Source: an optimization exercise on an open RTL-to-GDS flow (aim: small area, a short achievable clock period and few clock cycles per item). Production flows keep margins and buffers that such runs may drop.
At most, simulation tests tie the RTL to the original design; equivalence was not proved.
Function not checked in run 1: the RTL went through the layout flow alone.

==> flow/design.v, too long to show whole: its modules and the start of the top module <==
// module booth_tree: 2483 lines
// module final_adder: 444 lines
// module mult_arbiter: 122 lines
module mult_arbiter #(
    parameter bit RR_EN = 1'b1
) (
    input  logic               clk,
    input  logic               rst,
    input  logic               req0_valid,
    input  logic signed [31:0] req0_a,
    input  logic signed [31:0] req0_b,
    output logic               req0_ready,
    input  logic               req1_valid,
    input  logic signed [31:0] req1_a,
    input  logic signed [31:0] req1_b,
    output logic               req1_ready,
    output logic               res_valid,
    input  logic               res_ready,
    output logic signed [63:0] res_data,
    output logic               res_id,
    output logic               busy
);
  // ...
==> flow/flow/run.sh <==
#!/bin/bash
# Standard ORFS layout (the standard.sh) with these changes:
#  - synthesis skips Yosys's internal "abc -fast" pre-mapping (synth -noabc),
#    so extract_fa maps the RTL's full adders without inverter pairs;
#  - the final abc mapping uses flow/abc.script (abc "map" instead of "&nf");
#  - port buffers use the smallest buffer cell (buf_1);
set -euo pipefail
HERE=$(pwd)
{
  sed -n '1s/-noshare {\*}/-noshare -noabc {*}/p' synth_recipe.tcl
  cat <<EOT
proc abc {args} {
  set i [lsearch -exact \$args -script]
  if {\$i >= 0} { set args [lreplace \$args [expr {\$i+1}] [expr {\$i+1}] $HERE/flow/abc.script] }
  yosys abc {*}\$args
}
EOT
  sed '1d' synth_recipe.tcl
} > flow_synth.tcl
grep -q -- '-noabc' flow_synth.tcl
sed "s#SYNTH_SCRIPT=[^ ]*#SYNTH_SCRIPT=$HERE/flow_synth.tcl#" standard.sh > flow_standard.sh
grep -q "SYNTH_SCRIPT=$HERE/flow_synth.tcl" flow_standard.sh
export BUFFER_PORTS_ARGS="-buffer_cell sky130_fd_sc_hd__buf_1"
EXTRA=()
if [[ -f flow/make_args.txt ]]; then
  while read -r l; do [[ -n "$l" ]] && EXTRA+=("$l"); done < flow/make_args.txt
fi
bash flow_standard.sh "${EXTRA[@]}" finish > flow_make.log 2>&1
==> flow/flow/abc.script <==
strash
dch
map -B 0.9
topo
stime -c
buffer -c
upsize -c
dnsize -c
==> flow/flow/make_args.txt <==
SETUP_SLACK_MARGIN=5.3
==> flow/standard.sh <==
#!/bin/bash
# synth_recipe.tcl (not shown) runs the flow's synth.tcl, then flattens the netlist and writes it again
# the make line also repeats each setting of config.mk as NAME=value (left out here)
make -C /OpenROAD-flow-scripts/flow DESIGN_CONFIG=/design/flow/config.mk WORK_HOME=/design/flow/orfs CLKGATE_MAP_FILE= SYNTH_SCRIPT=/design/flow/synth_recipe.tcl "${@:-finish}"
==> flow/config.mk <==
export PLATFORM = sky130hd
export DESIGN_NAME = mult_arbiter
export DESIGN_NICKNAME = mult_arbiter
export VERILOG_FILES = /design/flow/design.v
export SDC_FILE = /design/flow/constraint.sdc
export NUM_CORES = 4
export LEC_CHECK = 0
export CAP_MARGIN = 20
export CORE_MARGIN = 2
export CORE_UTILIZATION = 60
export SETUP_SLACK_MARGIN = 5
export SLEW_MARGIN = 20
==> flow/constraint.sdc <==
create_clock -name core_clock -period 10.0 [get_ports {clk}]
set_input_delay 2.0000 -clock core_clock [delete_from_list [all_inputs] [get_ports {clk}]]
set_output_delay 2.0000 -clock core_clock [all_outputs]
set_load 0.01 [all_outputs]
==> out/results.txt, run 1 <==
Clock tree buffer depth: 2
1st-iter DRT viols: 3031
Unrepaired setup endpoints after global routing: yes
Inverters, non-clock: 209
Achievable frequency: 215 MHz
Worst path top cell family by delay: simple AND/OR/NAND/NOR gates
WL met2: 43.1 mm
Multi-input logic area: 0.0220 mm²
Status: finished clean
H-tree depth: 4
Clock buffers: 17
Primary FF master, synth: edfxtp_1
Multi-input combinational area share: 0.691
TritonCTS clock tree: built
Antenna-violating nets left: 0
Post-DP HPWL: 62.2 mm
Crit path capture: res_data[59]
Clock Skew: 0.0209 ns
RR Startpoint: r_a_n[26]
Worst-case reg-to-reg path depth: 10
Critical Path Max Stage Delay: 0.38 ns
M1 GR Usage: 0.523
Share of the synthesized area in the top cell type: 0.294
Total number of vias: 24400
Well Taps: 615
Syn nets: 3605
Register bit count reported by yosys: 198
First-pass GRT wire length: 146 mm
==> module mult_arbiter, before the edit <==
module mult_arbiter #(
    parameter bit RR_EN = 1'b1
) (
    input  logic               clk,
    input  logic               rst,
    input  logic               req0_valid,
    input  logic signed [31:0] req0_a,
    input  logic signed [31:0] req0_b,
    output logic               req0_ready,
    input  logic               req1_valid,
    input  logic signed [31:0] req1_a,
    input  logic signed [31:0] req1_b,
    output logic               req1_ready,
    output logic               res_valid,
    input  logic               res_ready,
    output logic signed [63:0] res_data,
    output logic               res_id,
    output logic               busy
);
    logic               r_last_grant;
    logic               r_v1;
    logic               r_id1;
    logic        [31:0] r_a_n;
    logic        [15:0] r_one_n;
    logic        [15:0] r_two_n;
    logic        [15:0] r_neg_n;
    logic               r_res_valid;
    logic               r_room;
    logic               r_turn;
    logic               r_res_id;
    logic      [16-1:0] r_res_lo;
    logic               r_res_lc;
    logic      [63-16:0] r_res_h0;
    logic      [47-1:0] r_res_h1;
    logic               w_turn;
    logic               w_pick1;
    logic               w_v1_next;
    logic               w_res_valid_next;
    logic               w_s1_free;
    logic               w_accept;
    logic               w_load_out;
    logic        [63:0] w_s0;
    logic      [62-1:0] w_s1;
    logic        [63:0] w_s1_x;
    logic      [16-1:0] w_lo;
    logic               w_lo_c;
    logic      [63-16:0] w_h1_x;
    logic        [31:0] w_b;
    logic        [32:0] w_bx;
    logic        [15:0] w_one;
    logic        [15:0] w_two;
    logic        [15:0] w_neg;
    assign w_turn     = RR_EN ? !r_last_grant : 1'b0;
    assign w_pick1    = req1_valid && (!req0_valid || w_turn);
    assign w_load_out = r_v1 && (!r_res_valid || res_ready);
    assign w_s1_free  = !r_v1 || !r_res_valid || res_ready;
    assign req0_ready = !rst && req0_valid && (r_room || res_ready) && (!req1_valid || !r_turn);
    assign req1_ready = !rst && req1_valid && (r_room || res_ready) && (!req0_valid ||  r_turn);
    assign w_accept   = req0_ready || req1_ready;
    assign w_v1_next        = w_accept || (r_v1 && !w_load_out);
    assign w_res_valid_next = w_load_out || (r_res_valid && !res_ready);
    assign w_b  = w_pick1 ? req1_b : req0_b;
    assign w_bx = {w_b, 1'b0};
    for (genvar j = 0; j < 16; j++) begin : g_enc
        assign w_one[j] = w_bx[2*j+1] ^ w_bx[2*j];
        assign w_two[j] = (w_bx[2*j+2] & ~w_bx[2*j+1] & ~w_bx[2*j]) |
                          (~w_bx[2*j+2] & w_bx[2*j+1] & w_bx[2*j]);
        assign w_neg[j] = w_bx[2*j+2] & ~(w_bx[2*j+1] & w_bx[2*j]);
    end
    booth_tree u_tree (
        .i_a   (~r_a_n),
        .i_one (~r_one_n),
        .i_two (~r_two_n),
        .i_neg (~r_neg_n),
        .o_s0  (w_s0),
        .o_s1  (w_s1)
    );
    always_ff @(posedge clk or posedge rst) begin
        if (rst) begin
            r_last_grant <= 1'b1;
            r_v1         <= 1'b0;
            r_res_valid  <= 1'b0;
            r_room       <= 1'b1;
            r_turn       <= 1'b0;
        end else begin
            if (w_accept) r_last_grant <= w_pick1;
            r_v1        <= w_v1_next;
            r_res_valid <= w_res_valid_next;
            r_room      <= !(w_v1_next && w_res_valid_next);
            r_turn      <= RR_EN && !(w_accept ? w_pick1 : r_last_grant);
        end
    end
    always_ff @(posedge clk) begin
        if (w_s1_free) begin
            r_a_n   <= ~(w_pick1 ? req1_a : req0_a);
            r_one_n <= ~w_one;
            r_two_n <= ~w_two;
            r_neg_n <= ~w_neg;
            r_id1 <= w_pick1;
        end
        if (w_load_out) begin
            r_res_lo   <= w_lo;
            r_res_lc   <= w_lo_c;
            r_res_h0   <= w_s0[63:16];
            r_res_h1   <= {w_s1[61], w_s1[60], w_s1[59], w_s1[58], w_s1[57], w_s1[56], w_s1[55], w_s1[54], w_s1[53], w_s1[52], w_s1[51], w_s1[50], w_s1[49], w_s1[48], w_s1[47], w_s1[46], w_s1[45], w_s1[44], w_s1[43], w_s1[42], w_s1[41], w_s1[40], w_s1[39], w_s1[38], w_s1[37], w_s1[36], w_s1[35], w_s1[34], w_s1[33], w_s1[32], w_s1[31], w_s1[30], w_s1[29], w_s1[28], w_s1[27], w_s1[26], w_s1[25], w_s1[24], w_s1[23], w_s1[22], w_s1[21], w_s1[20], w_s1[19], w_s1[18], w_s1[17], w_s1[16], w_s1[15]};
            r_res_id   <= r_id1;
        end
    end
    assign res_valid = r_res_valid;
    assign w_s1_x = {1'b0, w_s1[61], w_s1[60], w_s1[59], w_s1[58], w_s1[57], w_s1[56], w_s1[55], w_s1[54], w_s1[53], w_s1[52], w_s1[51], w_s1[50], w_s1[49], w_s1[48], w_s1[47], w_s1[46], w_s1[45], w_s1[44], w_s1[43], w_s1[42], w_s1[41], w_s1[40], w_s1[39], w_s1[38], w_s1[37], w_s1[36], w_s1[35], w_s1[34], w_s1[33], w_s1[32], w_s1[31], w_s1[30], w_s1[29], w_s1[28], w_s1[27], w_s1[26], w_s1[25], w_s1[24], w_s1[23], w_s1[22], w_s1[21], w_s1[20], w_s1[19], w_s1[18], w_s1[17], w_s1[16], w_s1[15], w_s1[14], w_s1[13], w_s1[12], w_s1[11], w_s1[10], w_s1[9], w_s1[8], w_s1[7], w_s1[6], w_s1[5], w_s1[4], w_s1[3], w_s1[2], w_s1[1], 1'b0, w_s1[0]};
    assign {w_lo_c, w_lo} = w_s0[16-1:0] + w_s1_x[16-1:0];
    assign w_h1_x = {1'b0, r_res_h1[46], r_res_h1[45], r_res_h1[44], r_res_h1[43], r_res_h1[42], r_res_h1[41], r_res_h1[40], r_res_h1[39], r_res_h1[38], r_res_h1[37], r_res_h1[36], r_res_h1[35], r_res_h1[34], r_res_h1[33], r_res_h1[32], r_res_h1[31], r_res_h1[30], r_res_h1[29], r_res_h1[28], r_res_h1[27], r_res_h1[26], r_res_h1[25], r_res_h1[24], r_res_h1[23], r_res_h1[22], r_res_h1[21], r_res_h1[20], r_res_h1[19], r_res_h1[18], r_res_h1[17], r_res_h1[16], r_res_h1[15], r_res_h1[14], r_res_h1[13], r_res_h1[12], r_res_h1[11], r_res_h1[10], r_res_h1[9], r_res_h1[8], r_res_h1[7], r_res_h1[6], r_res_h1[5], r_res_h1[4], r_res_h1[3], r_res_h1[2], r_res_h1[1], r_res_h1[0]};
    final_adder u_add (
        .i_x (r_res_h0),
        .i_y (w_h1_x),
        .i_c (r_res_lc),
        .o_s (res_data[63:16])
    );
    assign res_data[16-1:0] = r_res_lo;
    assign res_id    = r_res_id;
    assign busy      = r_v1 || r_res_valid;
endmodule
==> run 2: changes to the inputs <==
--- a/flow/design.v
+++ b/flow/design.v
@@ -2477,22 +2477,21 @@
     assign w_s959 = ~w_pp14[32] ^ w_pp15[30] ^ w_c842;
     assign w_c960 = (~w_pp14[32] & w_pp15[30]) | (~w_pp14[32] & w_c842) | (w_pp15[30] & w_c842);
     assign w_s961 = 1'b1 ^ w_pp15[31];
     assign w_c962 = 1'b1 & w_pp15[31];
     assign o_s0 = {1'b1, w_c962, w_c960, w_c958, w_c956, w_c954, w_c952, w_c950, w_c948, w_c946, w_c944, w_c942, w_c940, w_c938, w_c936, w_c934, w_c932, w_c930, w_c928, w_c926, w_c924, w_c922, w_c920, w_c918, w_c916, w_c914, w_c912, w_c910, w_c908, w_c906, w_c904, w_c902, w_c900, w_c898, w_c896, w_c894, w_c892, w_c890, w_c888, w_c886, w_c884, w_c882, w_c880, w_c878, w_c876, w_c874, w_c872, w_c870, w_c868, w_c866, w_c864, w_c862, w_c860, w_c858, w_c856, w_c854, w_c852, w_c850, w_c848, w_c846, w_c844, w_s843, w_pp0[1], w_neg[0]};
     assign o_s1 = {~w_pp15[32], w_s961, w_s959, w_s957, w_s955, w_s953, w_s951, w_s949, w_s947, w_s945, w_s943, w_s941, w_s939, w_s937, w_s935, w_s933, w_s931, w_s929, w_s927, w_s925, w_s923, w_s921, w_s919, w_s917, w_s915, w_s913, w_s911, w_s909, w_s907, w_s905, w_s903, w_s901, w_s899, w_s897, w_s895, w_s893, w_s891, w_s889, w_s887, w_s885, w_s883, w_s881, w_s879, w_s877, w_s875, w_s873, w_s871, w_s869, w_s867, w_s865, w_s863, w_s861, w_s859, w_s857, w_s855, w_s853, w_s851, w_s849, w_s847, w_s845, w_pp1[0], w_pp0[0]};
 endmodule
 module final_adder (
-    input  logic [47:0] i_x,
-    input  logic [47:0] i_y,
-    input  logic        i_c,
-    output logic [47:0] o_s
+    input  logic [63:0] i_x,
+    input  logic [63:0] i_y,
+    output logic [63:0] o_s
 );
-    logic [47:0] w_p, w_g;
+    logic [63:0] w_p, w_g;
     assign w_p = i_x ^ i_y;
     assign w_g = i_x & i_y;
     logic w_G1, w_P1;
     logic w_G2, w_P2;
     logic w_G3, w_P3;
     logic w_G4, w_P4;
     logic w_G5, w_P5;
     logic w_G6, w_P6;
@@ -2613,16 +2612,80 @@
     logic w_G121, w_P121;
     logic w_G122, w_P122;
     logic w_G123, w_P123;
     logic w_G124, w_P124;
     logic w_G125, w_P125;
     logic w_G126, w_P126;
     logic w_G127, w_P127;
     logic w_G128, w_P128;
+    logic w_G129, w_P129;
+    logic w_G130, w_P130;
+    logic w_G131, w_P131;
+    logic w_G132, w_P132;
+    logic w_G133, w_P133;
+    logic w_G134, w_P134;
+    logic w_G135, w_P135;
+    logic w_G136, w_P136;
+    logic w_G137, w_P137;
+    logic w_G138, w_P138;
+    logic w_G139, w_P139;
+    logic w_G140, w_P140;
+    logic w_G141, w_P141;
+    logic w_G142, w_P142;
+    logic w_G143, w_P143;
+    logic w_G144, w_P144;
+    logic w_G145, w_P145;
+    logic w_G146, w_P146;
+    logic w_G147, w_P147;
+    logic w_G148, w_P148;
+    logic w_G149, w_P149;
+    logic w_G150, w_P150;
+    logic w_G151, w_P151;
+    logic w_G152, w_P152;
+    logic w_G153, w_P153;
+    logic w_G154, w_P154;
+    logic w_G155, w_P155;
+    logic w_G156, w_P156;
+    logic w_G157, w_P157;
+    logic w_G158, w_P158;
+    logic w_G159, w_P159;
+    logic w_G160, w_P160;
+    logic w_G161, w_P161;
+    logic w_G162, w_P162;
+    logic w_G163, w_P163;
+    logic w_G164, w_P164;
+    logic w_G165, w_P165;
+    logic w_G166, w_P166;
+    logic w_G167, w_P167;
+    logic w_G168, w_P168;
+    logic w_G169, w_P169;
+    logic w_G170, w_P170;
+    logic w_G171, w_P171;
+    logic w_G172, w_P172;
+    logic w_G173, w_P173;
+    logic w_G174, w_P174;
+    logic w_G175, w_P175;
+    logic w_G176, w_P176;
+    logic w_G177, w_P177;
+    logic w_G178, w_P178;
+    logic w_G179, w_P179;
+    logic w_G180, w_P180;
+    logic w_G181, w_P181;
+    logic w_G182, w_P182;
+    logic w_G183, w_P183;
+    logic w_G184, w_P184;
+    logic w_G185, w_P185;
+    logic w_G186, w_P186;
+    logic w_G187, w_P187;
+    logic w_G188, w_P188;
+    logic w_G189, w_P189;
+    logic w_G190, w_P190;
+    logic w_G191, w_P191;
+    logic w_G192, w_P192;
     assign w_G1 = w_g[1] | (w_p[1] & w_g[0]);
     assign w_P1 = w_p[1] & w_p[0];
     assign w_G2 = w_g[3] | (w_p[3] & w_g[2]);
     assign w_P2 = w_p[3] & w_p[2];
     assign w_G3 = w_g[5] | (w_p[5] & w_g[4]);
     assign w_P3 = w_p[5] & w_p[4];
     assign w_G4 = w_g[7] | (w_p[7] & w_g[6]);
     assign w_P4 = w_p[7] & w_p[6];
@@ -2661,274 +2724,353 @@
     assign w_G21 = w_g[41] | (w_p[41] & w_g[40]);
     assign w_P21 = w_p[41] & w_p[40];
     assign w_G22 = w_g[43] | (w_p[43] & w_g[42]);
     assign w_P22 = w_p[43] & w_p[42];
     assign w_G23 = w_g[45] | (w_p[45] & w_g[44]);
     assign w_P23 = w_p[45] & w_p[44];
     assign w_G24 = w_g[47] | (w_p[47] & w_g[46]);
     assign w_P24 = w_p[47] & w_p[46];
-    assign w_G25 = w_g[2] | (w_p[2] & w_G1);
-    assign w_P25 = w_p[2] & w_P1;
-    assign w_G26 = w_G2 | (w_P2 & w_G1);
-    assign w_P26 = w_P2 & w_P1;
-    assign w_G27 = w_g[6] | (w_p[6] & w_G3);
-    assign w_P27 = w_p[6] & w_P3;
-    assign w_G28 = w_G4 | (w_P4 & w_G3);
-    assign w_P28 = w_P4 & w_P3;
-    assign w_G29 = w_g[10] | (w_p[10] & w_G5);
-    assign w_P29 = w_p[10] & w_P5;
-    assign w_G30 = w_G6 | (w_P6 & w_G5);
-    assign w_P30 = w_P6 & w_P5;
-    assign w_G31 = w_g[14] | (w_p[14] & w_G7);
-    assign w_P31 = w_p[14] & w_P7;
-    assign w_G32 = w_G8 | (w_P8 & w_G7);
-    assign w_P32 = w_P8 & w_P7;
-    assign w_G33 = w_g[18] | (w_p[18] & w_G9);
-    assign w_P33 = w_p[18] & w_P9;
-    assign w_G34 = w_G10 | (w_P10 & w_G9);
-    assign w_P34 = w_P10 & w_P9;
-    assign w_G35 = w_g[22] | (w_p[22] & w_G11);
-    assign w_P35 = w_p[22] & w_P11;
-    assign w_G36 = w_G12 | (w_P12 & w_G11);
-    assign w_P36 = w_P12 & w_P11;
-    assign w_G37 = w_g[26] | (w_p[26] & w_G13);
-    assign w_P37 = w_p[26] & w_P13;
-    assign w_G38 = w_G14 | (w_P14 & w_G13);
-    assign w_P38 = w_P14 & w_P13;
-    assign w_G39 = w_g[30] | (w_p[30] & w_G15);
-    assign w_P39 = w_p[30] & w_P15;
-    assign w_G40 = w_G16 | (w_P16 & w_G15);
-    assign w_P40 = w_P16 & w_P15;
-    assign w_G41 = w_g[34] | (w_p[34] & w_G17);
-    assign w_P41 = w_p[34] & w_P17;
-    assign w_G42 = w_G18 | (w_P18 & w_G17);
-    assign w_P42 = w_P18 & w_P17;
-    assign w_G43 = w_g[38] | (w_p[38] & w_G19);
-    assign w_P43 = w_p[38] & w_P19;
-    assign w_G44 = w_G20 | (w_P20 & w_G19);
-    assign w_P44 = w_P20 & w_P19;
-    assign w_G45 = w_g[42] | (w_p[42] & w_G21);
-    assign w_P45 = w_p[42] & w_P21;
-    assign w_G46 = w_G22 | (w_P22 & w_G21);
-    assign w_P46 = w_P22 & w_P21;
-    assign w_G47 = w_g[46] | (w_p[46] & w_G23);
-    assign w_P47 = w_p[46] & w_P23;
-    assign w_G48 = w_G24 | (w_P24 & w_G23);
-    assign w_P48 = w_P24 & w_P23;
-    assign w_G49 = w_g[4] | (w_p[4] & w_G26);
-    assign w_P49 = w_p[4] & w_P26;
-    assign w_G50 = w_G3 | (w_P3 & w_G26);
-    assign w_P50 = w_P3 & w_P26;
-    assign w_G51 = w_G27 | (w_P27 & w_G26);
-    assign w_P51 = w_P27 & w_P26;
-    assign w_G52 = w_G28 | (w_P28 & w_G26);
-    assign w_P52 = w_P28 & w_P26;
-    assign w_G53 = w_g[12] | (w_p[12] & w_G30);
-    assign w_P53 = w_p[12] & w_P30;
-    assign w_G54 = w_G7 | (w_P7 & w_G30);
-    assign w_P54 = w_P7 & w_P30;
-    assign w_G55 = w_G31 | (w_P31 & w_G30);
-    assign w_P55 = w_P31 & w_P30;
-    assign w_G56 = w_G32 | (w_P32 & w_G30);
-    assign w_P56 = w_P32 & w_P30;
-    assign w_G57 = w_g[20] | (w_p[20] & w_G34);
-    assign w_P57 = w_p[20] & w_P34;
-    assign w_G58 = w_G11 | (w_P11 & w_G34);
-    assign w_P58 = w_P11 & w_P34;
-    assign w_G59 = w_G35 | (w_P35 & w_G34);
-    assign w_P59 = w_P35 & w_P34;
-    assign w_G60 = w_G36 | (w_P36 & w_G34);
-    assign w_P60 = w_P36 & w_P34;
-    assign w_G61 = w_g[28] | (w_p[28] & w_G38);
-    assign w_P61 = w_p[28] & w_P38;
-    assign w_G62 = w_G15 | (w_P15 & w_G38);
-    assign w_P62 = w_P15 & w_P38;
-    assign w_G63 = w_G39 | (w_P39 & w_G38);
-    assign w_P63 = w_P39 & w_P38;
-    assign w_G64 = w_G40 | (w_P40 & w_G38);
-    assign w_P64 = w_P40 & w_P38;
-    assign w_G65 = w_g[36] | (w_p[36] & w_G42);
-    assign w_P65 = w_p[36] & w_P42;
-    assign w_G66 = w_G19 | (w_P19 & w_G42);
-    assign w_P66 = w_P19 & w_P42;
-    assign w_G67 = w_G43 | (w_P43 & w_G42);
-    assign w_P67 = w_P43 & w_P42;
-    assign w_G68 = w_G44 | (w_P44 & w_G42);
-    assign w_P68 = w_P44 & w_P42;
-    assign w_G69 = w_g[44] | (w_p[44] & w_G46);
-    assign w_P69 = w_p[44] & w_P46;
-    assign w_G70 = w_G23 | (w_P23 & w_G46);
-    assign w_P70 = w_P23 & w_P46;
-    assign w_G71 = w_G47 | (w_P47 & w_G46);
-    assign w_P71 = w_P47 & w_P46;
-    assign w_G72 = w_G48 | (w_P48 & w_G46);
-    assign w_P72 = w_P48 & w_P46;
-    assign w_G73 = w_g[8] | (w_p[8] & w_G52);
-    assign w_P73 = w_p[8] & w_P52;
-    assign w_G74 = w_G5 | (w_P5 & w_G52);
-    assign w_P74 = w_P5 & w_P52;
-    assign w_G75 = w_G29 | (w_P29 & w_G52);
-    assign w_P75 = w_P29 & w_P52;
-    assign w_G76 = w_G30 | (w_P30 & w_G52);
-    assign w_P76 = w_P30 & w_P52;
-    assign w_G77 = w_G53 | (w_P53 & w_G52);
-    assign w_P77 = w_P53 & w_P52;
-    assign w_G78 = w_G54 | (w_P54 & w_G52);
-    assign w_P78 = w_P54 & w_P52;
-    assign w_G79 = w_G55 | (w_P55 & w_G52);
-    assign w_P79 = w_P55 & w_P52;
-    assign w_G80 = w_G56 | (w_P56 & w_G52);
-    assign w_P80 = w_P56 & w_P52;
-    assign w_G81 = w_g[24] | (w_p[24] & w_G60);
-    assign w_P81 = w_p[24] & w_P60;
-    assign w_G82 = w_G13 | (w_P13 & w_G60);
-    assign w_P82 = w_P13 & w_P60;
-    assign w_G83 = w_G37 | (w_P37 & w_G60);
-    assign w_P83 = w_P37 & w_P60;
-    assign w_G84 = w_G38 | (w_P38 & w_G60);
-    assign w_P84 = w_P38 & w_P60;
-    assign w_G85 = w_G61 | (w_P61 & w_G60);
-    assign w_P85 = w_P61 & w_P60;
-    assign w_G86 = w_G62 | (w_P62 & w_G60);
-    assign w_P86 = w_P62 & w_P60;
-    assign w_G87 = w_G63 | (w_P63 & w_G60);
-    assign w_P87 = w_P63 & w_P60;
-    assign w_G88 = w_G64 | (w_P64 & w_G60);
-    assign w_P88 = w_P64 & w_P60;
-    assign w_G89 = w_g[40] | (w_p[40] & w_G68);
-    assign w_P89 = w_p[40] & w_P68;
-    assign w_G90 = w_G21 | (w_P21 & w_G68);
-    assign w_P90 = w_P21 & w_P68;
-    assign w_G91 = w_G45 | (w_P45 & w_G68);
-    assign w_P91 = w_P45 & w_P68;
-    assign w_G92 = w_G46 | (w_P46 & w_G68);
-    assign w_P92 = w_P46 & w_P68;
-    assign w_G93 = w_G69 | (w_P69 & w_G68);
-    assign w_P93 = w_P69 & w_P68;
-    assign w_G94 = w_G70 | (w_P70 & w_G68);
-    assign w_P94 = w_P70 & w_P68;
-    assign w_G95 = w_G71 | (w_P71 & w_G68);
-    assign w_P95 = w_P71 & w_P68;
-    assign w_G96 = w_G72 | (w_P72 & w_G68);
-    assign w_P96 = w_P72 & w_P68;
-    assign w_G97 = w_g[16] | (w_p[16] & w_G80);
-    assign w_P97 = w_p[16] & w_P80;
-    assign w_G98 = w_G9 | (w_P9 & w_G80);
-    assign w_P98 = w_P9 & w_P80;
-    assign w_G99 = w_G33 | (w_P33 & w_G80);
-    assign w_P99 = w_P33 & w_P80;
-    assign w_G100 = w_G34 | (w_P34 & w_G80);
-    assign w_P100 = w_P34 & w_P80;
-    assign w_G101 = w_G57 | (w_P57 & w_G80);
-    assign w_P101 = w_P57 & w_P80;
-    assign w_G102 = w_G58 | (w_P58 & w_G80);
-    assign w_P102 = w_P58 & w_P80;
-    assign w_G103 = w_G59 | (w_P59 & w_G80);
-    assign w_P103 = w_P59 & w_P80;
-    assign w_G104 = w_G60 | (w_P60 & w_G80);
-    assign w_P104 = w_P60 & w_P80;
-    assign w_G105 = w_G81 | (w_P81 & w_G80);
-    assign w_P105 = w_P81 & w_P80;
-    assign w_G106 = w_G82 | (w_P82 & w_G80);
-    assign w_P106 = w_P82 & w_P80;
-    assign w_G107 = w_G83 | (w_P83 & w_G80);
-    assign w_P107 = w_P83 & w_P80;
-    assign w_G108 = w_G84 | (w_P84 & w_G80);
-    assign w_P108 = w_P84 & w_P80;
-    assign w_G109 = w_G85 | (w_P85 & w_G80);
-    assign w_P109 = w_P85 & w_P80;
-    assign w_G110 = w_G86 | (w_P86 & w_G80);
-    assign w_P110 = w_P86 & w_P80;
-    assign w_G111 = w_G87 | (w_P87 & w_G80);
-    assign w_P111 = w_P87 & w_P80;
-    assign w_G112 = w_G88 | (w_P88 & w_G80);
-    assign w_P112 = w_P88 & w_P80;
-    assign w_G113 = w_g[32] | (w_p[32] & w_G112);
-    assign w_P113 = w_p[32] & w_P112;
-    assign w_G114 = w_G17 | (w_P17 & w_G112);
-    assign w_P114 = w_P17 & w_P112;
-    assign w_G115 = w_G41 | (w_P41 & w_G112);
-    assign w_P115 = w_P41 & w_P112;
-    assign w_G116 = w_G42 | (w_P42 & w_G112);
-    assign w_P116 = w_P42 & w_P112;
-    assign w_G117 = w_G65 | (w_P65 & w_G112);
-    assign w_P117 = w_P65 & w_P112;
-    assign w_G118 = w_G66 | (w_P66 & w_G112);
-    assign w_P118 = w_P66 & w_P112;
-    assign w_G119 = w_G67 | (w_P67 & w_G112);
-    assign w_P119 = w_P67 & w_P112;
-    assign w_G120 = w_G68 | (w_P68 & w_G112);
-    assign w_P120 = w_P68 & w_P112;
-    assign w_G121 = w_G89 | (w_P89 & w_G112);
-    assign w_P121 = w_P89 & w_P112;
-    assign w_G122 = w_G90 | (w_P90 & w_G112);
-    assign w_P122 = w_P90 & w_P112;
-    assign w_G123 = w_G91 | (w_P91 & w_G112);
-    assign w_P123 = w_P91 & w_P112;
-    assign w_G124 = w_G92 | (w_P92 & w_G112);
-    assign w_P124 = w_P92 & w_P112;
-    assign w_G125 = w_G93 | (w_P93 & w_G112);
-    assign w_P125 = w_P93 & w_P112;
-    assign w_G126 = w_G94 | (w_P94 & w_G112);
-    assign w_P126 = w_P94 & w_P112;
-    assign w_G127 = w_G95 | (w_P95 & w_G112);
-    assign w_P127 = w_P95 & w_P112;
-    assign w_G128 = w_G96 | (w_P96 & w_G112);
-    assign w_P128 = w_P96 & w_P112;
-    logic [47:0] w_cy;
-    assign w_cy[0] = i_c;
-    assign w_cy[1] = w_g[0] | (w_p[0] & i_c);
-    assign w_cy[2] = w_G1 | (w_P1 & i_c);
-    assign w_cy[3] = w_G25 | (w_P25 & i_c);
-    assign w_cy[4] = w_G26 | (w_P26 & i_c);
-    assign w_cy[5] = w_G49 | (w_P49 & i_c);
-    assign w_cy[6] = w_G50 | (w_P50 & i_c);
-    assign w_cy[7] = w_G51 | (w_P51 & i_c);
-    assign w_cy[8] = w_G52 | (w_P52 & i_c);
-    assign w_cy[9] = w_G73 | (w_P73 & i_c);
-    assign w_cy[10] = w_G74 | (w_P74 & i_c);
-    assign w_cy[11] = w_G75 | (w_P75 & i_c);
-    assign w_cy[12] = w_G76 | (w_P76 & i_c);
-    assign w_cy[13] = w_G77 | (w_P77 & i_c);
-    assign w_cy[14] = w_G78 | (w_P78 & i_c);
-    assign w_cy[15] = w_G79 | (w_P79 & i_c);
-    assign w_cy[16] = w_G80 | (w_P80 & i_c);
-    assign w_cy[17] = w_G97 | (w_P97 & i_c);
-    assign w_cy[18] = w_G98 | (w_P98 & i_c);
-    assign w_cy[19] = w_G99 | (w_P99 & i_c);
-    assign w_cy[20] = w_G100 | (w_P100 & i_c);
-    assign w_cy[21] = w_G101 | (w_P101 & i_c);
-    assign w_cy[22] = w_G102 | (w_P102 & i_c);
-    assign w_cy[23] = w_G103 | (w_P103 & i_c);
-    assign w_cy[24] = w_G104 | (w_P104 & i_c);
-    assign w_cy[25] = w_G105 | (w_P105 & i_c);
-    assign w_cy[26] = w_G106 | (w_P106 & i_c);
-    assign w_cy[27] = w_G107 | (w_P107 & i_c);
-    assign w_cy[28] = w_G108 | (w_P108 & i_c);
-    assign w_cy[29] = w_G109 | (w_P109 & i_c);
-    assign w_cy[30] = w_G110 | (w_P110 & i_c);
-    assign w_cy[31] = w_G111 | (w_P111 & i_c);
-    assign w_cy[32] = w_G112 | (w_P112 & i_c);
-    assign w_cy[33] = w_G113 | (w_P113 & i_c);
-    assign w_cy[34] = w_G114 | (w_P114 & i_c);
-    assign w_cy[35] = w_G115 | (w_P115 & i_c);
-    assign w_cy[36] = w_G116 | (w_P116 & i_c);
-    assign w_cy[37] = w_G117 | (w_P117 & i_c);
-    assign w_cy[38] = w_G118 | (w_P118 & i_c);
-    assign w_cy[39] = w_G119 | (w_P119 & i_c);
-    assign w_cy[40] = w_G120 | (w_P120 & i_c);
-    assign w_cy[41] = w_G121 | (w_P121 & i_c);
-    assign w_cy[42] = w_G122 | (w_P122 & i_c);
-    assign w_cy[43] = w_G123 | (w_P123 & i_c);
-    assign w_cy[44] = w_G124 | (w_P124 & i_c);
-    assign w_cy[45] = w_G125 | (w_P125 & i_c);
-    assign w_cy[46] = w_G126 | (w_P126 & i_c);
-    assign w_cy[47] = w_G127 | (w_P127 & i_c);
-    assign o_s = w_p ^ w_cy;
+    assign w_G25 = w_g[49] | (w_p[49] & w_g[48]);
+    assign w_P25 = w_p[49] & w_p[48];
+    assign w_G26 = w_g[51] | (w_p[51] & w_g[50]);
+    assign w_P26 = w_p[51] & w_p[50];
+    assign w_G27 = w_g[53] | (w_p[53] & w_g[52]);
+    assign w_P27 = w_p[53] & w_p[52];
+    assign w_G28 = w_g[55] | (w_p[55] & w_g[54]);
+    assign w_P28 = w_p[55] & w_p[54];
+    assign w_G29 = w_g[57] | (w_p[57] & w_g[56]);
+    assign w_P29 = w_p[57] & w_p[56];
+    assign w_G30 = w_g[59] | (w_p[59] & w_g[58]);
+    assign w_P30 = w_p[59] & w_p[58];
+    assign w_G31 = w_g[61] | (w_p[61] & w_g[60]);
+    assign w_P31 = w_p[61] & w_p[60];
+    assign w_G32 = w_g[63] | (w_p[63] & w_g[62]);
+    assign w_P32 = w_p[63] & w_p[62];
+    assign w_G33 = w_g[2] | (w_p[2] & w_G1);
+    assign w_P33 = w_p[2] & w_P1;
+    assign w_G34 = w_G2 | (w_P2 & w_G1);
+    assign w_P34 = w_P2 & w_P1;
+    assign w_G35 = w_g[6] | (w_p[6] & w_G3);
+    assign w_P35 = w_p[6] & w_P3;
+    assign w_G36 = w_G4 | (w_P4 & w_G3);
+    assign w_P36 = w_P4 & w_P3;
+    assign w_G37 = w_g[10] | (w_p[10] & w_G5);
+    assign w_P37 = w_p[10] & w_P5;
+    assign w_G38 = w_G6 | (w_P6 & w_G5);
+    assign w_P38 = w_P6 & w_P5;
+    assign w_G39 = w_g[14] | (w_p[14] & w_G7);
+    assign w_P39 = w_p[14] & w_P7;
+    assign w_G40 = w_G8 | (w_P8 & w_G7);
+    assign w_P40 = w_P8 & w_P7;
+    assign w_G41 = w_g[18] | (w_p[18] & w_G9);
+    assign w_P41 = w_p[18] & w_P9;
+    assign w_G42 = w_G10 | (w_P10 & w_G9);
+    assign w_P42 = w_P10 & w_P9;
+    assign w_G43 = w_g[22] | (w_p[22] & w_G11);
+    assign w_P43 = w_p[22] & w_P11;
+    assign w_G44 = w_G12 | (w_P12 & w_G11);
+    assign w_P44 = w_P12 & w_P11;
+    assign w_G45 = w_g[26] | (w_p[26] & w_G13);
+    assign w_P45 = w_p[26] & w_P13;
+    assign w_G46 = w_G14 | (w_P14 & w_G13);
+    assign w_P46 = w_P14 & w_P13;
+    assign w_G47 = w_g[30] | (w_p[30] & w_G15);
+    assign w_P47 = w_p[30] & w_P15;
+    assign w_G48 = w_G16 | (w_P16 & w_G15);
+    assign w_P48 = w_P16 & w_P15;
+    assign w_G49 = w_g[34] | (w_p[34] & w_G17);
+    assign w_P49 = w_p[34] & w_P17;
+    assign w_G50 = w_G18 | (w_P18 & w_G17);
+    assign w_P50 = w_P18 & w_P17;
+    assign w_G51 = w_g[38] | (w_p[38] & w_G19);
+    assign w_P51 = w_p[38] & w_P19;
+    assign w_G52 = w_G20 | (w_P20 & w_G19);
+    assign w_P52 = w_P20 & w_P19;
+    assign w_G53 = w_g[42] | (w_p[42] & w_G21);
+    assign w_P53 = w_p[42] & w_P21;
+    assign w_G54 = w_G22 | (w_P22 & w_G21);
+    assign w_P54 = w_P22 & w_P21;
+    assign w_G55 = w_g[46] | (w_p[46] & w_G23);
+    assign w_P55 = w_p[46] & w_P23;
+    assign w_G56 = w_G24 | (w_P24 & w_G23);
+    assign w_P56 = w_P24 & w_P23;
+    assign w_G57 = w_g[50] | (w_p[50] & w_G25);
+    assign w_P57 = w_p[50] & w_P25;
+    assign w_G58 = w_G26 | (w_P26 & w_G25);
+    assign w_P58 = w_P26 & w_P25;
+    assign w_G59 = w_g[54] | (w_p[54] & w_G27);
+    assign w_P59 = w_p[54] & w_P27;
+    assign w_G60 = w_G28 | (w_P28 & w_G27);
+    assign w_P60 = w_P28 & w_P27;
+    assign w_G61 = w_g[58] | (w_p[58] & w_G29);
+    assign w_P61 = w_p[58] & w_P29;
+    assign w_G62 = w_G30 | (w_P30 & w_G29);
+    assign w_P62 = w_P30 & w_P29;
+    assign w_G63 = w_g[62] | (w_p[62] & w_G31);
+    assign w_P63 = w_p[62] & w_P31;
+    assign w_G64 = w_G32 | (w_P32 & w_G31);
+    assign w_P64 = w_P32 & w_P31;
+    assign w_G65 = w_g[4] | (w_p[4] & w_G34);
+    assign w_P65 = w_p[4] & w_P34;
+    assign w_G66 = w_G3 | (w_P3 & w_G34);
+    assign w_P66 = w_P3 & w_P34;
+    assign w_G67 = w_G35 | (w_P35 & w_G34);
+    assign w_P67 = w_P35 & w_P34;
+    assign w_G68 = w_G36 | (w_P36 & w_G34);
+    assign w_P68 = w_P36 & w_P34;
+    assign w_G69 = w_g[12] | (w_p[12] & w_G38);
+    assign w_P69 = w_p[12] & w_P38;
+    assign w_G70 = w_G7 | (w_P7 & w_G38);
+    assign w_P70 = w_P7 & w_P38;
+    assign w_G71 = w_G39 | (w_P39 & w_G38);
+    assign w_P71 = w_P39 & w_P38;
+    assign w_G72 = w_G40 | (w_P40 & w_G38);
+    assign w_P72 = w_P40 & w_P38;
+    assign w_G73 = w_g[20] | (w_p[20] & w_G42);
+    assign w_P73 = w_p[20] & w_P42;
+    assign w_G74 = w_G11 | (w_P11 & w_G42);
+    assign w_P74 = w_P11 & w_P42;
+    assign w_G75 = w_G43 | (w_P43 & w_G42);
+    assign w_P75 = w_P43 & w_P42;
+    assign w_G76 = w_G44 | (w_P44 & w_G42);
+    assign w_P76 = w_P44 & w_P42;
+    assign w_G77 = w_g[28] | (w_p[28] & w_G46);
+    assign w_P77 = w_p[28] & w_P46;
+    assign w_G78 = w_G15 | (w_P15 & w_G46);
+    assign w_P78 = w_P15 & w_P46;
+    assign w_G79 = w_G47 | (w_P47 & w_G46);
+    assign w_P79 = w_P47 & w_P46;
+    assign w_G80 = w_G48 | (w_P48 & w_G46);
+    assign w_P80 = w_P48 & w_P46;
+    assign w_G81 = w_g[36] | (w_p[36] & w_G50);
+    assign w_P81 = w_p[36] & w_P50;
+    assign w_G82 = w_G19 | (w_P19 & w_G50);
+    assign w_P82 = w_P19 & w_P50;
+    assign w_G83 = w_G51 | (w_P51 & w_G50);
+    assign w_P83 = w_P51 & w_P50;
+    assign w_G84 = w_G52 | (w_P52 & w_G50);
+    assign w_P84 = w_P52 & w_P50;
+    assign w_G85 = w_g[44] | (w_p[44] & w_G54);
+    assign w_P85 = w_p[44] & w_P54;
+    assign w_G86 = w_G23 | (w_P23 & w_G54);
+    assign w_P86 = w_P23 & w_P54;
+    assign w_G87 = w_G55 | (w_P55 & w_G54);
+    assign w_P87 = w_P55 & w_P54;
+    assign w_G88 = w_G56 | (w_P56 & w_G54);
+    assign w_P88 = w_P56 & w_P54;
+    assign w_G89 = w_g[52] | (w_p[52] & w_G58);
+    assign w_P89 = w_p[52] & w_P58;
+    assign w_G90 = w_G27 | (w_P27 & w_G58);
+    assign w_P90 = w_P27 & w_P58;
+    assign w_G91 = w_G59 | (w_P59 & w_G58);
+    assign w_P91 = w_P59 & w_P58;
+    assign w_G92 = w_G60 | (w_P60 & w_G58);
+    assign w_P92 = w_P60 & w_P58;
+    assign w_G93 = w_g[60] | (w_p[60] & w_G62);
+    assign w_P93 = w_p[60] & w_P62;
+    assign w_G94 = w_G31 | (w_P31 & w_G62);
+    assign w_P94 = w_P31 & w_P62;
+    assign w_G95 = w_G63 | (w_P63 & w_G62);
+    assign w_P95 = w_P63 & w_P62;
+    assign w_G96 = w_G64 | (w_P64 & w_G62);
+    assign w_P96 = w_P64 & w_P62;
+    assign w_G97 = w_g[8] | (w_p[8] & w_G68);
+    assign w_P97 = w_p[8] & w_P68;
+    assign w_G98 = w_G5 | (w_P5 & w_G68);
+    assign w_P98 = w_P5 & w_P68;
+    assign w_G99 = w_G37 | (w_P37 & w_G68);
+    assign w_P99 = w_P37 & w_P68;
+    assign w_G100 = w_G38 | (w_P38 & w_G68);
+    assign w_P100 = w_P38 & w_P68;
+    assign w_G101 = w_G69 | (w_P69 & w_G68);
+    assign w_P101 = w_P69 & w_P68;
+    assign w_G102 = w_G70 | (w_P70 & w_G68);
+    assign w_P102 = w_P70 & w_P68;
+    assign w_G103 = w_G71 | (w_P71 & w_G68);
+    assign w_P103 = w_P71 & w_P68;
+    assign w_G104 = w_G72 | (w_P72 & w_G68);
+    assign w_P104 = w_P72 & w_P68;
+    assign w_G105 = w_g[24] | (w_p[24] & w_G76);
+    assign w_P105 = w_p[24] & w_P76;
+    assign w_G106 = w_G13 | (w_P13 & w_G76);
+    assign w_P106 = w_P13 & w_P76;
+    assign w_G107 = w_G45 | (w_P45 & w_G76);
+    assign w_P107 = w_P45 & w_P76;
+    assign w_G108 = w_G46 | (w_P46 & w_G76);
+    assign w_P108 = w_P46 & w_P76;
+    assign w_G109 = w_G77 | (w_P77 & w_G76);
+    assign w_P109 = w_P77 & w_P76;
+    assign w_G110 = w_G78 | (w_P78 & w_G76);
+    assign w_P110 = w_P78 & w_P76;
+    assign w_G111 = w_G79 | (w_P79 & w_G76);
+    assign w_P111 = w_P79 & w_P76;
+    assign w_G112 = w_G80 | (w_P80 & w_G76);
+    assign w_P112 = w_P80 & w_P76;
+    assign w_G113 = w_g[40] | (w_p[40] & w_G84);
+    assign w_P113 = w_p[40] & w_P84;
+    assign w_G114 = w_G21 | (w_P21 & w_G84);
+    assign w_P114 = w_P21 & w_P84;
+    assign w_G115 = w_G53 | (w_P53 & w_G84);
+    assign w_P115 = w_P53 & w_P84;
+    assign w_G116 = w_G54 | (w_P54 & w_G84);
+    assign w_P116 = w_P54 & w_P84;
+    assign w_G117 = w_G85 | (w_P85 & w_G84);
+    assign w_P117 = w_P85 & w_P84;
+    assign w_G118 = w_G86 | (w_P86 & w_G84);
+    assign w_P118 = w_P86 & w_P84;
+    assign w_G119 = w_G87 | (w_P87 & w_G84);
+    assign w_P119 = w_P87 & w_P84;
+    assign w_G120 = w_G88 | (w_P88 & w_G84);
+    assign w_P120 = w_P88 & w_P84;
+    assign w_G121 = w_g[56] | (w_p[56] & w_G92);
+    assign w_P121 = w_p[56] & w_P92;
+    assign w_G122 = w_G29 | (w_P29 & w_G92);
+    assign w_P122 = w_P29 & w_P92;
+    assign w_G123 = w_G61 | (w_P61 & w_G92);
+    assign w_P123 = w_P61 & w_P92;
+    assign w_G124 = w_G62 | (w_P62 & w_G92);
+    assign w_P124 = w_P62 & w_P92;
+    assign w_G125 = w_G93 | (w_P93 & w_G92);
+    assign w_P125 = w_P93 & w_P92;
+    assign w_G126 = w_G94 | (w_P94 & w_G92);
+    assign w_P126 = w_P94 & w_P92;
+    assign w_G127 = w_G95 | (w_P95 & w_G92);
+    assign w_P127 = w_P95 & w_P92;
+    assign w_G128 = w_G96 | (w_P96 & w_G92);
+    assign w_P128 = w_P96 & w_P92;
+    assign w_G129 = w_g[16] | (w_p[16] & w_G104);
+    assign w_P129 = w_p[16] & w_P104;
+    assign w_G130 = w_G9 | (w_P9 & w_G104);
+    assign w_P130 = w_P9 & w_P104;
+    assign w_G131 = w_G41 | (w_P41 & w_G104);
+    assign w_P131 = w_P41 & w_P104;
+    assign w_G132 = w_G42 | (w_P42 & w_G104);
+    assign w_P132 = w_P42 & w_P104;
+    assign w_G133 = w_G73 | (w_P73 & w_G104);
+    assign w_P133 = w_P73 & w_P104;
+    assign w_G134 = w_G74 | (w_P74 & w_G104);
+    assign w_P134 = w_P74 & w_P104;
+    assign w_G135 = w_G75 | (w_P75 & w_G104);
+    assign w_P135 = w_P75 & w_P104;
+    assign w_G136 = w_G76 | (w_P76 & w_G104);
+    assign w_P136 = w_P76 & w_P104;
+    assign w_G137 = w_G105 | (w_P105 & w_G104);
+    assign w_P137 = w_P105 & w_P104;
+    assign w_G138 = w_G106 | (w_P106 & w_G104);
+    assign w_P138 = w_P106 & w_P104;
+    assign w_G139 = w_G107 | (w_P107 & w_G104);
+    assign w_P139 = w_P107 & w_P104;
+    assign w_G140 = w_G108 | (w_P108 & w_G104);
+    assign w_P140 = w_P108 & w_P104;
+    assign w_G141 = w_G109 | (w_P109 & w_G104);
+    assign w_P141 = w_P109 & w_P104;
+    assign w_G142 = w_G110 | (w_P110 & w_G104);
+    assign w_P142 = w_P110 & w_P104;
+    assign w_G143 = w_G111 | (w_P111 & w_G104);
+    assign w_P143 = w_P111 & w_P104;
+    assign w_G144 = w_G112 | (w_P112 & w_G104);
+    assign w_P144 = w_P112 & w_P104;
+    assign w_G145 = w_g[48] | (w_p[48] & w_G120);
+    assign w_P145 = w_p[48] & w_P120;
+    assign w_G146 = w_G25 | (w_P25 & w_G120);
+    assign w_P146 = w_P25 & w_P120;
+    assign w_G147 = w_G57 | (w_P57 & w_G120);
+    assign w_P147 = w_P57 & w_P120;
+    assign w_G148 = w_G58 | (w_P58 & w_G120);
+    assign w_P148 = w_P58 & w_P120;
+    assign w_G149 = w_G89 | (w_P89 & w_G120);
+    assign w_P149 = w_P89 & w_P120;
+    assign w_G150 = w_G90 | (w_P90 & w_G120);
+    assign w_P150 = w_P90 & w_P120;
+    assign w_G151 = w_G91 | (w_P91 & w_G120);
+    assign w_P151 = w_P91 & w_P120;
+    assign w_G152 = w_G92 | (w_P92 & w_G120);
+    assign w_P152 = w_P92 & w_P120;
+    assign w_G153 = w_G121 | (w_P121 & w_G120);
+    assign w_P153 = w_P121 & w_P120;
+    assign w_G154 = w_G122 | (w_P122 & w_G120);
+    assign w_P154 = w_P122 & w_P120;
+    assign w_G155 = w_G123 | (w_P123 & w_G120);
+    assign w_P155 = w_P123 & w_P120;
+    assign w_G156 = w_G124 | (w_P124 & w_G120);
+    assign w_P156 = w_P124 & w_P120;
+    assign w_G157 = w_G125 | (w_P125 & w_G120);
+    assign w_P157 = w_P125 & w_P120;
+    assign w_G158 = w_G126 | (w_P126 & w_G120);
+    assign w_P158 = w_P126 & w_P120;
+    assign w_G159 = w_G127 | (w_P127 & w_G120);
+    assign w_P159 = w_P127 & w_P120;
+    assign w_G160 = w_G128 | (w_P128 & w_G120);
+    assign w_P160 = w_P128 & w_P120;
+    assign w_G161 = w_g[32] | (w_p[32] & w_G144);
+    assign w_P161 = w_p[32] & w_P144;
+    assign w_G162 = w_G17 | (w_P17 & w_G144);
+    assign w_P162 = w_P17 & w_P144;
+    assign w_G163 = w_G49 | (w_P49 & w_G144);
+    assign w_P163 = w_P49 & w_P144;
+    assign w_G164 = w_G50 | (w_P50 & w_G144);
+    assign w_P164 = w_P50 & w_P144;
+    assign w_G165 = w_G81 | (w_P81 & w_G144);
+    assign w_P165 = w_P81 & w_P144;
+    assign w_G166 = w_G82 | (w_P82 & w_G144);
+    assign w_P166 = w_P82 & w_P144;
+    assign w_G167 = w_G83 | (w_P83 & w_G144);
+    assign w_P167 = w_P83 & w_P144;
+    assign w_G168 = w_G84 | (w_P84 & w_G144);
+    assign w_P168 = w_P84 & w_P144;
+    assign w_G169 = w_G113 | (w_P113 & w_G144);
+    assign w_P169 = w_P113 & w_P144;
+    assign w_G170 = w_G114 | (w_P114 & w_G144);
+    assign w_P170 = w_P114 & w_P144;
+    assign w_G171 = w_G115 | (w_P115 & w_G144);
+    assign w_P171 = w_P115 & w_P144;
+    assign w_G172 = w_G116 | (w_P116 & w_G144);
+    assign w_P172 = w_P116 & w_P144;
+    assign w_G173 = w_G117 | (w_P117 & w_G144);
+    assign w_P173 = w_P117 & w_P144;
+    assign w_G174 = w_G118 | (w_P118 & w_G144);
+    assign w_P174 = w_P118 & w_P144;
+    assign w_G175 = w_G119 | (w_P119 & w_G144);
+    assign w_P175 = w_P119 & w_P144;
+    assign w_G176 = w_G120 | (w_P120 & w_G144);
+    assign w_P176 = w_P120 & w_P144;
+    assign w_G177 = w_G145 | (w_P145 & w_G144);
+    assign w_P177 = w_P145 & w_P144;
+    assign w_G178 = w_G146 | (w_P146 & w_G144);
+    assign w_P178 = w_P146 & w_P144;
+    assign w_G179 = w_G147 | (w_P147 & w_G144);
+    assign w_P179 = w_P147 & w_P144;
+    assign w_G180 = w_G148 | (w_P148 & w_G144);
+    assign w_P180 = w_P148 & w_P144;
+    assign w_G181 = w_G149 | (w_P149 & w_G144);
+    assign w_P181 = w_P149 & w_P144;
+    assign w_G182 = w_G150 | (w_P150 & w_G144);
+    assign w_P182 = w_P150 & w_P144;
+    assign w_G183 = w_G151 | (w_P151 & w_G144);
+    assign w_P183 = w_P151 & w_P144;
+    assign w_G184 = w_G152 | (w_P152 & w_G144);
+    assign w_P184 = w_P152 & w_P144;
+    assign w_G185 = w_G153 | (w_P153 & w_G144);
+    assign w_P185 = w_P153 & w_P144;
+    assign w_G186 = w_G154 | (w_P154 & w_G144);
+    assign w_P186 = w_P154 & w_P144;
+    assign w_G187 = w_G155 | (w_P155 & w_G144);
+    assign w_P187 = w_P155 & w_P144;
+    assign w_G188 = w_G156 | (w_P156 & w_G144);
+    assign w_P188 = w_P156 & w_P144;
+    assign w_G189 = w_G157 | (w_P157 & w_G144);
+    assign w_P189 = w_P157 & w_P144;
+    assign w_G190 = w_G158 | (w_P158 & w_G144);
+    assign w_P190 = w_P158 & w_P144;
+    assign w_G191 = w_G159 | (w_P159 & w_G144);
+    assign w_P191 = w_P159 & w_P144;
+    assign w_G192 = w_G160 | (w_P160 & w_G144);
+    assign w_P192 = w_P160 & w_P144;
+    assign o_s = w_p ^ {w_G191, w_G190, w_G189, w_G188, w_G187, w_G186, w_G185, w_G184, w_G183, w_G182, w_G181, w_G180, w_G179, w_G178, w_G177, w_G176, w_G175, w_G174, w_G173, w_G172, w_G171, w_G170, w_G169, w_G168, w_G167, w_G166, w_G165, w_G164, w_G163, w_G162, w_G161, w_G144, w_G143, w_G142, w_G141, w_G140, w_G139, w_G138, w_G137, w_G136, w_G135, w_G134, w_G133, w_G132, w_G131, w_G130, w_G129, w_G104, w_G103, w_G102, w_G101, w_G100, w_G99, w_G98, w_G97, w_G68, w_G67, w_G66, w_G65, w_G34, w_G33, w_G1, w_g[0], 1'b0};
 endmodule
 module mult_arbiter #(
     parameter bit RR_EN = 1'b1
 ) (
     input  logic               clk,
     input  logic               rst,
     input  logic               req0_valid,
     input  logic signed [31:0] req0_a,
@@ -2940,110 +3082,94 @@
     output logic               req1_ready,
     output logic               res_valid,
     input  logic               res_ready,
     output logic signed [63:0] res_data,
     output logic               res_id,
     output logic               busy
 );
     logic               r_last_grant;
+    logic               r_ptr;
     logic               r_v1;
     logic               r_id1;
     logic        [31:0] r_a_n;
     logic        [15:0] r_one_n;
     logic        [15:0] r_two_n;
-    logic        [15:0] r_neg_n;
+    logic        [15:0] r_neg;
     logic               r_res_valid;
-    logic               r_room;
-    logic               r_turn;
     logic               r_res_id;
-    logic      [16-1:0] r_res_lo;
-    logic               r_res_lc;
-    logic      [63-16:0] r_res_h0;
-    logic      [47-1:0] r_res_h1;
+    logic        [63:0] r_res_s0;
+    logic      [62-1:0] r_res_s1;
     logic               w_turn;
-    logic               w_pick1;
-    logic               w_v1_next;
-    logic               w_res_valid_next;
+    logic               w_turn_next;
+    logic               w_ptr_next;
     logic               w_s1_free;
     logic               w_accept;
     logic               w_load_out;
     logic        [63:0] w_s0;
     logic      [62-1:0] w_s1;
     logic        [63:0] w_s1_x;
-    logic      [16-1:0] w_lo;
-    logic               w_lo_c;
-    logic      [63-16:0] w_h1_x;
     logic        [31:0] w_b;
     logic        [32:0] w_bx;
     logic        [15:0] w_one;
     logic        [15:0] w_two;
     logic        [15:0] w_neg;
     assign w_turn     = RR_EN ? !r_last_grant : 1'b0;
-    assign w_pick1    = req1_valid && (!req0_valid || w_turn);
     assign w_load_out = r_v1 && (!r_res_valid || res_ready);
     assign w_s1_free  = !r_v1 || !r_res_valid || res_ready;
-    assign req0_ready = !rst && req0_valid && (r_room || res_ready) && (!req1_valid || !r_turn);
-    assign req1_ready = !rst && req1_valid && (r_room || res_ready) && (!req0_valid ||  r_turn);
+    assign req0_ready = !rst && w_s1_free && req0_valid && !r_ptr && (!w_turn || !req1_valid);
+    assign req1_ready = !rst && w_s1_free && req1_valid &&  r_ptr && ( w_turn || !req0_valid);
     assign w_accept   = req0_ready || req1_ready;
-    assign w_v1_next        = w_accept || (r_v1 && !w_load_out);
-    assign w_res_valid_next = w_load_out || (r_res_valid && !res_ready);
-    assign w_b  = w_pick1 ? req1_b : req0_b;
+    assign w_turn_next = (RR_EN && w_accept) ? !r_ptr : w_turn;
+    assign w_ptr_next  = w_turn_next ? (req1_valid || !req0_valid) : (req1_valid && !req0_valid);
+    assign w_b  = r_ptr ? req1_b : req0_b;
     assign w_bx = {w_b, 1'b0};
     for (genvar j = 0; j < 16; j++) begin : g_enc
         assign w_one[j] = w_bx[2*j+1] ^ w_bx[2*j];
         assign w_two[j] = (w_bx[2*j+2] & ~w_bx[2*j+1] & ~w_bx[2*j]) |
                           (~w_bx[2*j+2] & w_bx[2*j+1] & w_bx[2*j]);
         assign w_neg[j] = w_bx[2*j+2] & ~(w_bx[2*j+1] & w_bx[2*j]);
     end
     booth_tree u_tree (
         .i_a   (~r_a_n),
         .i_one (~r_one_n),
         .i_two (~r_two_n),
-        .i_neg (~r_neg_n),
+        .i_neg (r_neg),
         .o_s0  (w_s0),
         .o_s1  (w_s1)
     );
     always_ff @(posedge clk or posedge rst) begin
         if (rst) begin
             r_last_grant <= 1'b1;
+            r_ptr        <= 1'b0;
             r_v1         <= 1'b0;
             r_res_valid  <= 1'b0;
-            r_room       <= 1'b1;
-            r_turn       <= 1'b0;
         end else begin
-            if (w_accept) r_last_grant <= w_pick1;
-            r_v1        <= w_v1_next;
-            r_res_valid <= w_res_valid_next;
-            r_room      <= !(w_v1_next && w_res_valid_next);
-            r_turn      <= RR_EN && !(w_accept ? w_pick1 : r_last_grant);
+            if (w_accept) r_last_grant <= r_ptr;
+            r_ptr       <= w_ptr_next;
+            r_v1        <= w_accept || (r_v1 && !w_load_out);
+            r_res_valid <= w_load_out || (r_res_valid && !res_ready);
         end
     end
     always_ff @(posedge clk) begin
         if (w_s1_free) begin
-            r_a_n   <= ~(w_pick1 ? req1_a : req0_a);
+            r_a_n   <= ~(r_ptr ? req1_a : req0_a);
             r_one_n <= ~w_one;
             r_two_n <= ~w_two;
-            r_neg_n <= ~w_neg;
-            r_id1 <= w_pick1;
+            r_neg <= w_neg;
+            r_id1 <= r_ptr;
         end
         if (w_load_out) begin
-            r_res_lo   <= w_lo;
-            r_res_lc   <= w_lo_c;
-            r_res_h0   <= w_s0[63:16];
-            r_res_h1   <= {w_s1[61], w_s1[60], w_s1[59], w_s1[58], w_s1[57], w_s1[56], w_s1[55], w_s1[54], w_s1[53], w_s1[52], w_s1[51], w_s1[50], w_s1[49], w_s1[48], w_s1[47], w_s1[46], w_s1[45], w_s1[44], w_s1[43], w_s1[42], w_s1[41], w_s1[40], w_s1[39], w_s1[38], w_s1[37], w_s1[36], w_s1[35], w_s1[34], w_s1[33], w_s1[32], w_s1[31], w_s1[30], w_s1[29], w_s1[28], w_s1[27], w_s1[26], w_s1[25], w_s1[24], w_s1[23], w_s1[22], w_s1[21], w_s1[20], w_s1[19], w_s1[18], w_s1[17], w_s1[16], w_s1[15]};
+            r_res_s0   <= w_s0;
+            r_res_s1   <= w_s1;
             r_res_id   <= r_id1;
         end
     end
     assign res_valid = r_res_valid;
-    assign w_s1_x = {1'b0, w_s1[61], w_s1[60], w_s1[59], w_s1[58], w_s1[57], w_s1[56], w_s1[55], w_s1[54], w_s1[53], w_s1[52], w_s1[51], w_s1[50], w_s1[49], w_s1[48], w_s1[47], w_s1[46], w_s1[45], w_s1[44], w_s1[43], w_s1[42], w_s1[41], w_s1[40], w_s1[39], w_s1[38], w_s1[37], w_s1[36], w_s1[35], w_s1[34], w_s1[33], w_s1[32], w_s1[31], w_s1[30], w_s1[29], w_s1[28], w_s1[27], w_s1[26], w_s1[25], w_s1[24], w_s1[23], w_s1[22], w_s1[21], w_s1[20], w_s1[19], w_s1[18], w_s1[17], w_s1[16], w_s1[15], w_s1[14], w_s1[13], w_s1[12], w_s1[11], w_s1[10], w_s1[9], w_s1[8], w_s1[7], w_s1[6], w_s1[5], w_s1[4], w_s1[3], w_s1[2], w_s1[1], 1'b0, w_s1[0]};
-    assign {w_lo_c, w_lo} = w_s0[16-1:0] + w_s1_x[16-1:0];
-    assign w_h1_x = {1'b0, r_res_h1[46], r_res_h1[45], r_res_h1[44], r_res_h1[43], r_res_h1[42], r_res_h1[41], r_res_h1[40], r_res_h1[39], r_res_h1[38], r_res_h1[37], r_res_h1[36], r_res_h1[35], r_res_h1[34], r_res_h1[33], r_res_h1[32], r_res_h1[31], r_res_h1[30], r_res_h1[29], r_res_h1[28], r_res_h1[27], r_res_h1[26], r_res_h1[25], r_res_h1[24], r_res_h1[23], r_res_h1[22], r_res_h1[21], r_res_h1[20], r_res_h1[19], r_res_h1[18], r_res_h1[17], r_res_h1[16], r_res_h1[15], r_res_h1[14], r_res_h1[13], r_res_h1[12], r_res_h1[11], r_res_h1[10], r_res_h1[9], r_res_h1[8], r_res_h1[7], r_res_h1[6], r_res_h1[5], r_res_h1[4], r_res_h1[3], r_res_h1[2], r_res_h1[1], r_res_h1[0]};
+    assign w_s1_x    = {1'b0, r_res_s1[61], r_res_s1[60], r_res_s1[59], r_res_s1[58], r_res_s1[57], r_res_s1[56], r_res_s1[55], r_res_s1[54], r_res_s1[53], r_res_s1[52], r_res_s1[51], r_res_s1[50], r_res_s1[49], r_res_s1[48], r_res_s1[47], r_res_s1[46], r_res_s1[45], r_res_s1[44], r_res_s1[43], r_res_s1[42], r_res_s1[41], r_res_s1[40], r_res_s1[39], r_res_s1[38], r_res_s1[37], r_res_s1[36], r_res_s1[35], r_res_s1[34], r_res_s1[33], r_res_s1[32], r_res_s1[31], r_res_s1[30], r_res_s1[29], r_res_s1[28], r_res_s1[27], r_res_s1[26], r_res_s1[25], r_res_s1[24], r_res_s1[23], r_res_s1[22], r_res_s1[21], r_res_s1[20], r_res_s1[19], r_res_s1[18], r_res_s1[17], r_res_s1[16], r_res_s1[15], r_res_s1[14], r_res_s1[13], r_res_s1[12], r_res_s1[11], r_res_s1[10], r_res_s1[9], r_res_s1[8], r_res_s1[7], r_res_s1[6], r_res_s1[5], r_res_s1[4], r_res_s1[3], r_res_s1[2], r_res_s1[1], 1'b0, r_res_s1[0]};
     final_adder u_add (
-        .i_x (r_res_h0),
-        .i_y (w_h1_x),
-        .i_c (r_res_lc),
-        .o_s (res_data[63:16])
+        .i_x (r_res_s0),
+        .i_y (w_s1_x),
+        .o_s (res_data)
     );
-    assign res_data[16-1:0] = r_res_lo;
     assign res_id    = r_res_id;
     assign busy      = r_v1 || r_res_valid;
 endmodule
==> run 2 against run 1 <==
Still clean. Die area grew 2.3%. Register-to-register slack lost 0.03 ns. Non-clock buffer count grew 32. Synthesized area grew 2.4%. First-iteration DRC count shrank 11%. Synthesized cell count grew 3.1%. Critical path depth grew 2. Utilization grew 1.4 points. Maximum frequency shrank 2.7%. Critical path type unchanged. Highest routed layer unchanged.
==> out/results.txt, run 2 <==
Achievable frequency: 210 MHz (-2.7%)
Number of global-route vias before repair: 25500
DR pass1 iterations: 5
Worst path top cell family by delay: simple AND/OR/NAND/NOR gates
TritonCTS clock tree: built
Inserted Clock Buffers: 25
First-pass GRT wire length: 144 mm (-1.3%)
Worst setup path category: reg2out
Unrepaired setup endpoints after global routing: yes
Syn nets: 3698 (+2.6%)
Area grow syn2layout: 11.7%
Clock tree buffer depth: 3 (+1)
Primary FF master, synth: edfxtp_1
Die ar.: 0.0515 mm²
Worst skew pair latency: 0.58 ns
Layout cell share with drive strength beyond 1: 0.145
Syn avg cell area: 9.91 µm²
Slowest CP cell: edfxtp_1
Number of synthesized flops with an enable pin: 207
Core ar.: 0.0490 mm²
Root Driver: clkbuf_16
Post-DP HPWL: 60.8 mm (-2.2%)
Kind of start point of the critical path: flop
Status: finished clean
Antenna-violating nets left: 0 (unchanged)
1st-iter DRT viols: 2707 (-11%)
Top cells by count, synth: xor2_1 (546), o22ai_1 (498), fa_1 (432)
Crit end category: output port
Antenna violations before repair: 0
Remaining global-route overflow: 0
Rel. slew slack: 0.371
Final instance area: 0.0333 mm²
Worst EP required: 8.00 ns
Count of cell types in the netlist: 44
Clock-pin slew on the worst setup and hold paths: 0.07 ns
Die width: 227 µm
Top flop regs: r_res_s0 (63), r_res_s1 (62), r_a_n (32)
Hold crit path type: reg2reg
Initial Utilization: 0.609
Final #Nets: 3793
Final Hold Violating Endpoints: 0
Worst slew pin tran: 0.944 ns
Final setup TNS: 0 ns
Post-DP Area: 0.0309 mm²
Buffers on Ports: 201
Crit path max fanout: 7
Post-cts hold buffer count: 0
Clock Skew: 0.0205 ns (-0.000403 ns)
Number of core rows: 81
Critical Path Max Stage Delay: 0.43 ns (+0.05 ns)
WL/cell: 25.3 µm
Cell Area, Synth: 0.0298 mm²
I/O Pins: 202
Critical path cell sequence: ha_4 > nand2_2 > inv_2 > nand2_4 > nor3_4 > nand2_4 > nand2_8 > nand2_8 > nand2_8 > buf_12 > buf_12 > nand2_2 > nand2_1 > nand2_1 > nand2_1 > buf_2
Max reg flops: 63
Cells after Synth: 3007
Largest net degree at the start of global routing: 83
Die Y: 227 µm
RD Place Congestion: 0.871
Crit share post-route: 0.477
Crit path DAT: 2.77 ns
# clock sinks: 211
Biggest register: r_res_s0
FFs w/ async S/R, synth: 0.0190
Vias/cell: 6.51
Most frequent cells in the layout: xor2_1 (544), o22ai_1 (498), fa_1 (430), nand2_1 (245), edfxtp_1 (207)
Share of the synthesized area in the top cell type: 0.290 (-0.00413)
Slew Viols, Final: 0
Most frequent cell after synthesis: xor2_1
Setup violators final: 0
DRT Wirelength: 95.8 mm
Number of diodes: 0
Yosys warning total: 1
Crit path time final: 4.77 ns
Total Routing Usage GR: 0.370
Synth area leaders: fa_1 (29%), edfxtp_1 (21%), xor2_1 (16%)
DRC Markers: 0
H-tree depth: 1 (-3)
Worst Path Buf+Inv: 4
Synth area leader: fa_1
Post-synthesis sequential area ratio: 0.212
Max-cap violations: 0
Register bit count reported by yosys: 211 (+6.6%)
Total number of vias: 24600 (+0.96%)
Most common cell after layout, fill and taps aside: xor2_1
==> run 2: cell types whose count changed after synthesis, moves of 8 or more <==
cell / before / now
a21oi_1: 77 / 67
a21oi_2: 1 / 13
clkinv_1: 9 / 0
edfxtp_1: 193 / 207
nand2_1: 227 / 311
nand2_2: 7 / 22
nand3_1: 55 / 47
nand4_1: 9 / 0
nor2_1: 74 / 94
o21ai_0: 39 / 28
o21bai_1: 9 / 1
or2_2: 35 / 9
xor2_1: 557 / 546
==> run 2: final timing paths <==
path | start | endpoint | slack, ns | cells after the start
setup / recovery | r_res_s1[8] | res_data[58] | 5.23 | 16
hold / removal | r_id1 | r_res_id | 0.42 | 0
setup reg to reg | r_a_n[24] | r_res_s1[34] | 5.39 | 9
hold reg to reg | r_id1 | r_res_id | 0.42 | 0
max in group asynchronous | rst | r_last_grant | 8.51 | 2
min in group asynchronous | rst | r_ptr | 1.27 | 2
==> run 2: metal layers <==
metal / track usage / routed length (µm) / up-vias
met3: 0.0894 / 11000 / 268
li1: - / - / 10400
met4: 0.128 / 2910 / 0
met5: 0 / 0 / -
met1: 0.509 / 38200 / 12300
met2: 0.578 / 43800 / 1675
==> run 2: metrics by stage <==
| step | setup WS [ns] | util | hold WS (ns) | cells |
|---|---|---|---|---|
| after global placement | 5.07 | 0.631 | 0.404 | 3669 |
| final | 5.23 | 0.680 | 0.423 | 3783 |
| after CTS | 5.26 | 0.662 | 0.423 | 3756 |
| after detailed placement | 4.99 | 0.631 | 0.409 | 3669 |
| after global routing | 5.13 | 0.680 | 0.424 | 3783 |
| after floorplan | 4.81 | - | 0.400 | 3007 |
==> run 2: area by class of cell <==
type / instances / area (µm²)
multi-input cells: 2299 / 22500
fillers: 3771 / 15700
flip-flops and latches: 211 / 6320
repair buffers: 352 / 2130
well taps: 664 / 831
inverters: 213 / 803
clock buffers: 37 / 671
clock inverters: 7 / 66.3
==> run 2: what timing repair did <==
action,4_1_cts,5_1_grt
pin swaps,17,43
endpoints found under the setup margin,42,71
resized for setup,79,186
setup buffers,41,25
cloned,2,2
==> run 2: kinds of logic after synthesis <==
group,Yosys count,synth area share
and+or+nand+nor,522,0.0755
DFF,211,0.212
AOI/OAI and AO/OA,634,0.131
buffers and inverters,500,0.0666
muxes,34,0.0114
adders and majority gates,558,0.343
xor gates and xnor gates,548,0.161
==> run 2: worst reg2reg max path, stage by stage, from the launching register on <==
cell and delay, ns:
edfxtp_1 0.32, buf_4 0.44, o22ai_1 0.18, xor2_1 0.19, fa_1 0.57, fa_1 0.54
fa_1 0.54, fa_1 0.56, fa_1 0.52, fa_1 0.49
Testbench counts of run 2, summed over its fixed seeds: cycles 2,064, items 2,048.

## port drivers added, routing unchanged
No port has a modelled driver above. Below, the same layouts with a new extraction and two added sets of constraints.
Step 1 assumes that a clkbuf_16 drives the clock port and a buf_2 every other input.
Step 2 times the ports against the registers' clock, not the clock port: input delays grow and output delays shrink by t, the midpoint of the rising clock arrivals with the driver on.
Three values: no drivers, after step 1, after step 2; two values: the first two.
run | shift t [ns] | slack for setup (ns) | worst hold slack (ns) | worst slew at a driven data input, ns | cell pins on the clock port's net
run 1 | 0.571 | 5.360 / 5.298 / 5.361 | 0.428 / 0.428 / 0.428 | 0.06 | 1
run 2 | 0.636 | 5.232 / 5.166 / 4.674 | 0.423 / 0.423 / 0.423 | 0.07 | 1
After both steps setup and hold are still met in every run listed. For run 2, which loses most, drivers alone change the setup slack by -0.066 ns; drivers and shift together by -0.558 ns.
